This is an optimization exercise on Yosys and OpenROAD, whose aim is small area, not a production implementation. In this exercise RTL edits were held to simulation tests only and were not proved equivalent to the original. No activity file was given, so power comes from the tool's default toggle rates.

Setup of run A:
// multi_cnt_obi
module multi_cnt_obi #(
  parameter int NumCh      = 4,
  parameter int CntWidth   = 32,
  parameter int PrescWidth = 8
) (
  input  logic             clk_i,
  input  logic             rst_i,
  input  logic             req_i,
  output logic             gnt_o,
  input  logic [31:0]      addr_i,
  input  logic             we_i,
  input  logic [3:0]       be_i,
  input  logic [31:0]      wdata_i,
  output logic             rvalid_o,
  output logic [31:0]      rdata_o,
  output logic             intr_o,
  output logic [NumCh-1:0] ch_hit_o
);
  logic [7:0]                  word;
  logic                        ch_ok, is_irq, wr;
  logic [3:0]                  rs_dec;
  logic [31:0]                 wd, rd_word;
  logic [NumCh-1:0]            en, oneshot, down, ie, hit, irq_pend, ch_sel;
  logic [NumCh-1:0][PrescWidth-1:0] presc;
  logic [NumCh-1:0][CntWidth-1:0]   thresh, value;
  logic [NumCh-1:0][3:0]       rsel;
  logic                        rvalid_q, intr_q;
  logic [31:0]                 rdata_q;
  logic                        unused_addr;
  assign unused_addr = ^{addr_i[31:10], addr_i[1:0]};
  assign gnt_o  = req_i;
  assign word   = addr_i[9:2];
  assign ch_ok  = (word[7:4] == 4'd0);
  assign is_irq = (word == 8'(NumCh * 4));
  assign wr     = req_i && we_i && (|be_i) && !rst_i;
  assign wd = wdata_i & {32{!rst_i}};
  for (genvar r = 0; r < 4; r++) begin : g_rs
    assign rs_dec[r] = (word[1:0] == 2'(r));
  end
  assign irq_pend = hit & ie;
  for (genvar c = 0; c < NumCh; c++) begin : g_ch
    assign ch_sel[c] = wr && ch_ok && (word[3:2] == 2'(c));
    assign rsel[c]   = rs_dec & {4{ch_ok && (word[3:2] == 2'(c))}};
    multi_cnt_obi_ch #(
      .CntWidth   (CntWidth),
  ...
clock: 6.0 ns
lec_check: 0
cap_margin: 5
core_margin: 2
core_utilization: 50
slew_margin: 5
standard.sh (not shown) runs the stock make flow with config.mk's settings and CLKGATE_MAP_FILE= SYNTH_SCRIPT=/design/flow/synth_recipe.tcl, a recipe that flattens the netlist after the stock synthesis.
==> flow/flow/run.sh <==
#!/bin/bash
# Own layout flow: the standard ORFS flow (standard.sh) with these changes.
# 1. Synthesis maps the logic with an area-oriented ABC script
#    (flow/abc_area.script) in place of ORFS's speed script. Everything else in
#    synthesis -- registers, their names, flattening and renaming -- is the
#    standard synthesis, since only the script given to the abc call changes.
# 2. Port buffers are buf_1 cells.
# 3. Clock tree synthesis builds the tree from clkbuf_8 buffers, each
#    driving a cluster of at most 12 registers, and adds no dummy loads.
# Each tool's output goes to ORFS's own logs under orfs/logs; make's output is
# kept in flow_make.log.
set -euo pipefail
W=$(pwd)
STD_SYNTH=$(grep -o 'SYNTH_SCRIPT=[^ ]*' standard.sh | head -1 | cut -d= -f2)
cat > "$W/flow_synth.tcl" <<EOT
proc abc {args} {
  set i [lsearch -exact \$args -script]
  if {\$i >= 0} { set args [lreplace \$args [expr {\$i+1}] [expr {\$i+1}] $W/flow/abc_area.script] }
  yosys abc {*}\$args
}
source $STD_SYNTH
EOT
sed "s#SYNTH_SCRIPT=[^ ]*#SYNTH_SCRIPT=$W/flow_synth.tcl#" standard.sh > "$W/flow_standard.sh"
CTS="-sink_clustering_enable -repair_clock_nets -dont_use_dummy_load"
CTS="$CTS -sink_clustering_size 12 -sink_clustering_max_diameter 50"
CTS="$CTS -buf_list {sky130_fd_sc_hd__clkbuf_8}"
bash "$W/flow_standard.sh" "CTS_ARGS=$CTS" "BUFFER_PORTS_ARGS=-buffer_cell sky130_fd_sc_hd__buf_1" finish > "$W/flow_make.log" 2>&1
==> flow/flow/abc_area.script <==
&get -n
&st
&syn2
&dch -f
&nf -a -p -R 1000
&st
&syn2
&dch -f
&nf -a -p -R 1000
&st
&dch -f
&nf -a -p -R 1000
&put
Changes in run B relative to run A:
Settings: GPL_TIMING_DRIVEN: unset -> 0.
==> flow/flow/run.sh <==
#!/bin/bash
# Own layout flow: the standard ORFS flow (standard.sh) with these changes.
# 1. Synthesis maps the logic with an area-oriented ABC script
#    (flow/abc_area.script) in place of ORFS's speed script. Everything else in
#    synthesis -- registers, their names, flattening and renaming -- is the
#    standard synthesis, since only the script given to the abc call changes.
# 2. Port buffers are buf_1 cells.
# 3. Clock tree synthesis builds the tree from small clkbuf_4 buffers, each
#    driving a cluster of at most 8 registers, and adds no dummy loads.
# Each tool's output goes to ORFS's own logs under orfs/logs; make's output is
# kept in flow_make.log.
set -euo pipefail
W=$(pwd)
STD_SYNTH=$(grep -o 'SYNTH_SCRIPT=[^ ]*' standard.sh | head -1 | cut -d= -f2)
cat > "$W/flow_synth.tcl" <<EOT
proc abc {args} {
  set i [lsearch -exact \$args -script]
  if {\$i >= 0} { set args [lreplace \$args [expr {\$i+1}] [expr {\$i+1}] $W/flow/abc_area.script] }
  yosys abc {*}\$args
}
source $STD_SYNTH
EOT
sed "s#SYNTH_SCRIPT=[^ ]*#SYNTH_SCRIPT=$W/flow_synth.tcl#" standard.sh > "$W/flow_standard.sh"
CTS="-sink_clustering_enable -repair_clock_nets -dont_use_dummy_load"
CTS="$CTS -sink_clustering_size 8 -sink_clustering_max_diameter 40"
CTS="$CTS -buf_list {sky130_fd_sc_hd__clkbuf_4}"
bash "$W/flow_standard.sh" "CTS_ARGS=$CTS" "BUFFER_PORTS_ARGS=-buffer_cell sky130_fd_sc_hd__buf_1" RECOVER_POWER=100 finish > "$W/flow_make.log" 2>&1
==> flow/flow/abc_area.script <==
&get -n
&st
&syn2
&dch -f
&nf -a
&st
&syn2
&dch -f
&nf -a
&st
&dch -f
&nf -a
&put
==> comparison <==
Completing all stages was not enough for run B: its layout failed the final checks because of capacitance limit, slew limit.
Cmp run B vs run A: sum of routed wire length over all layers higher in run B
Relative to run A, final clock period utilization by the worst path increased by 15 points in run B.
Comparing run A and run B, the lower worst slew margin relative to its limit is on run B.
[inputs] run C vs run B
Settings: clearing GPL_TIMING_DRIVEN, which used to be 0.
-- flow/flow/run.sh --
<<< run B, line 5
#    synthesis -- registers, their names, flattening and renaming -- is the
#    standard synthesis, since only the script given to the abc call changes.
# 2. Port buffers are buf_1 cells.
# 3. Clock tree synthesis builds the tree from small clkbuf_4 buffers, each
#    driving a cluster of at most 8 registers, and adds no dummy loads.
>>> run C, line 5
#    synthesis -- registers, their names, flattening and renaming -- is the
#    standard synthesis, since only the script given to the abc call changes.
# 2. Port buffers are buf_1 cells, and repair buffers are at most buf_2
#    (the larger buf_N cells are added to the don't-use list).
# 3. Clock tree synthesis builds the tree from small clkbuf_4 buffers, each
#    driving a cluster of at most 8 registers, and adds no dummy loads.
<<< run B, line 25
CTS="$CTS -sink_clustering_size 8 -sink_clustering_max_diameter 40"
CTS="$CTS -buf_list {sky130_fd_sc_hd__clkbuf_4}"
bash "$W/flow_standard.sh" "CTS_ARGS=$CTS" "BUFFER_PORTS_ARGS=-buffer_cell sky130_fd_sc_hd__buf_1" RECOVER_POWER=100 finish > "$W/flow_make.log" 2>&1
>>> run C, line 26
CTS="$CTS -sink_clustering_size 8 -sink_clustering_max_diameter 40"
CTS="$CTS -buf_list {sky130_fd_sc_hd__clkbuf_4}"
# The platform's config.mk appends its own don't-use list to this one.
export DONT_USE_CELLS="sky130_fd_sc_hd__buf_4 sky130_fd_sc_hd__buf_6 sky130_fd_sc_hd__buf_8 sky130_fd_sc_hd__buf_12 sky130_fd_sc_hd__buf_16"
bash "$W/flow_standard.sh" "CTS_ARGS=$CTS" "MIN_BUF_CELL_AND_PORTS=sky130_fd_sc_hd__buf_2 A X" "BUFFER_PORTS_ARGS=-buffer_cell sky130_fd_sc_hd__buf_1" finish > "$W/flow_make.log" 2>&1
--- outcome ---
Run C went all the way through synthesis, placement and routing and the layout is clean on timing, DRC and antenna. Run C: setup slack of the worst register-to-register path is 1250 ps higher than what run B reported. Compared with run B, run C improves worst slew slack as a fraction of its limit. Taking run B as the reference, in run C cell area power density increased 0.80%, total core area essentially unchanged, total standard cell area after synthesis essentially unchanged, vertical extent of the die essentially unchanged, mean instance size in the synthesized netlist essentially unchanged. Die area across run B and run C: no real change.
#### Input delta (run D over run C)
==> flow/flow/run.sh <==
#!/bin/bash
# Own layout flow: the standard ORFS flow (standard.sh) with these changes.
# 1. Synthesis maps the logic with an area-oriented ABC script
#    (flow/abc_area.script) in place of ORFS's speed script. Everything else in
#    synthesis -- registers, their names, flattening and renaming -- is the
#    standard synthesis, since only the script given to the abc call changes.
# 2. Port buffers are buf_1 cells.
# 3. Clock tree synthesis builds the tree from small clkbuf_4 buffers, each
#    driving a cluster of at most 8 registers, and adds no dummy loads.
# Each tool's output goes to ORFS's own logs under orfs/logs; make's output is
# kept in flow_make.log.
set -euo pipefail
W=$(pwd)
STD_SYNTH=$(grep -o 'SYNTH_SCRIPT=[^ ]*' standard.sh | head -1 | cut -d= -f2)
cat > "$W/flow_synth.tcl" <<EOT
proc abc {args} {
  set i [lsearch -exact \$args -script]
  if {\$i >= 0} { set args [lreplace \$args [expr {\$i+1}] [expr {\$i+1}] $W/flow/abc_area.script] }
  yosys abc {*}\$args
}
source $STD_SYNTH
EOT
sed "s#SYNTH_SCRIPT=[^ ]*#SYNTH_SCRIPT=$W/flow_synth.tcl#" standard.sh > "$W/flow_standard.sh"
CTS="-sink_clustering_enable -repair_clock_nets -dont_use_dummy_load"
CTS="$CTS -sink_clustering_size 8 -sink_clustering_max_diameter 40"
CTS="$CTS -buf_list {sky130_fd_sc_hd__clkbuf_4}"
bash "$W/flow_standard.sh" "CTS_ARGS=$CTS" "BUFFER_PORTS_ARGS=-buffer_cell sky130_fd_sc_hd__buf_1" RECOVER_POWER=100 finish > "$W/flow_make.log" 2>&1
## What came out
- Run C: all stages complete, timing, DRC and antenna checks passed
- Nothing crashed in run D and all stages finished; the problem is that the final layout failed, the offending checks being capacitance limit, slew limit.
- Row minimum setup slack among reg-to-reg paths: run D lower / run C higher
- In run D, the final weighted congestion in routability-driven placement came out 0.60% below the value in run C.
- Power (run D vs. run C) increases slightly
- Via count of run D exceeds that of run C slightly.
- As far as number of ports placed on the die boundary goes, run C and run D are indistinguishable; the numbers are identical.
- The final critical-path setup slack of run D was inferior to that of run C.
- Re clock tree buffer count of the final layout: run C and run D aren't equal, and the higher value belongs to run D.
- Summary of the comparison: met2 track demand over resource is lower in run D, relative to run C.
- Run D: count of buffers not belonging to the clock network in the layout 1 above run C
For run E, these inputs were changed with respect to run D:
==> flow/flow/run.sh <==
#!/bin/bash
# Own layout flow: the standard ORFS flow (standard.sh) with these changes.
# 1. Synthesis maps the logic with an area-oriented ABC script
#    (flow/abc_area.script) in place of ORFS's speed script. Everything else in
#    synthesis -- registers, their names, flattening and renaming -- is the
#    standard synthesis, since only the script given to the abc call changes.
# 2. Port buffers are buf_1 cells.
# 3. Clock tree synthesis uses larger sink clusters, smaller clock buffers and
#    no dummy loads, which the 374-register tree does not need.
# Each tool's output goes to ORFS's own logs under orfs/logs; make's output is
# kept in flow_make.log.
set -euo pipefail
W=$(pwd)
STD_SYNTH=$(grep -o 'SYNTH_SCRIPT=[^ ]*' standard.sh | head -1 | cut -d= -f2)
cat > "$W/flow_synth.tcl" <<EOT
proc abc {args} {
  set i [lsearch -exact \$args -script]
  if {\$i >= 0} { set args [lreplace \$args [expr {\$i+1}] [expr {\$i+1}] $W/flow/abc_area.script] }
  yosys abc {*}\$args
}
source $STD_SYNTH
EOT
sed "s#SYNTH_SCRIPT=[^ ]*#SYNTH_SCRIPT=$W/flow_synth.tcl#" standard.sh > "$W/flow_standard.sh"
CTS="-sink_clustering_enable -repair_clock_nets -dont_use_dummy_load"
CTS="$CTS -sink_clustering_size 24 -sink_clustering_max_diameter 80"
CTS="$CTS -buf_list {sky130_fd_sc_hd__clkbuf_16}"
bash "$W/flow_standard.sh" "CTS_ARGS=$CTS" "BUFFER_PORTS_ARGS=-buffer_cell sky130_fd_sc_hd__buf_1" finish > "$W/flow_make.log" 2>&1
==> comparison <==
- First-pass GRT wire length shrinks slightly when moving from run D to run E.
- Changes observed in run E relative to run D: clock skew -20 ps, critical path depth in cells +1.
- Run E completed every stage of the flow, and the final layout passed the timing, DRC and antenna checks.

[port drivers added, routing unchanged]
How much do the figures lean on ideal ports? The routed layouts below were timed once more, with nothing changed but the port constraints. Step 1 sets driving cells, clkbuf_16 on the clock port and buf_2 on the other inputs (assumed; they add their load-dependent delay and slew). Step 2 adds t to the input delays and takes it off the output delays; t is the mean of the earliest and latest rising clock arrival at the registers after step 1. Input paths then give back, and output paths get back, about the clock's delay inside the block. Three values: ideal ports, drivers, drivers and shift; two values: the first two.
run	t (ns)	slack for setup (ns)	latest minus earliest clock arrival (ns)	worst data-port slew with drivers (ns)	pins driven straight from the clock port
run A	0.664	1.137 / 1.166 / 0.502	0.081 / 0.082	0.03	1
run B	0.880	0.230 / 0.261 / -0.619	0.050 / 0.050	0.05	1
run C	0.919	1.729 / 1.729 / 0.952	0.121 / 0.122	0.04	1
run D	0.805	1.036 / 1.036 / 0.357	0.064 / 0.064	0.06	1
run E	0.605	1.531 / 1.534 / 0.929	0.041 / 0.042	0.07	1
For run B, which loses most, drivers alone change the setup slack by +0.031 ns; drivers and shift together by -0.849 ns.
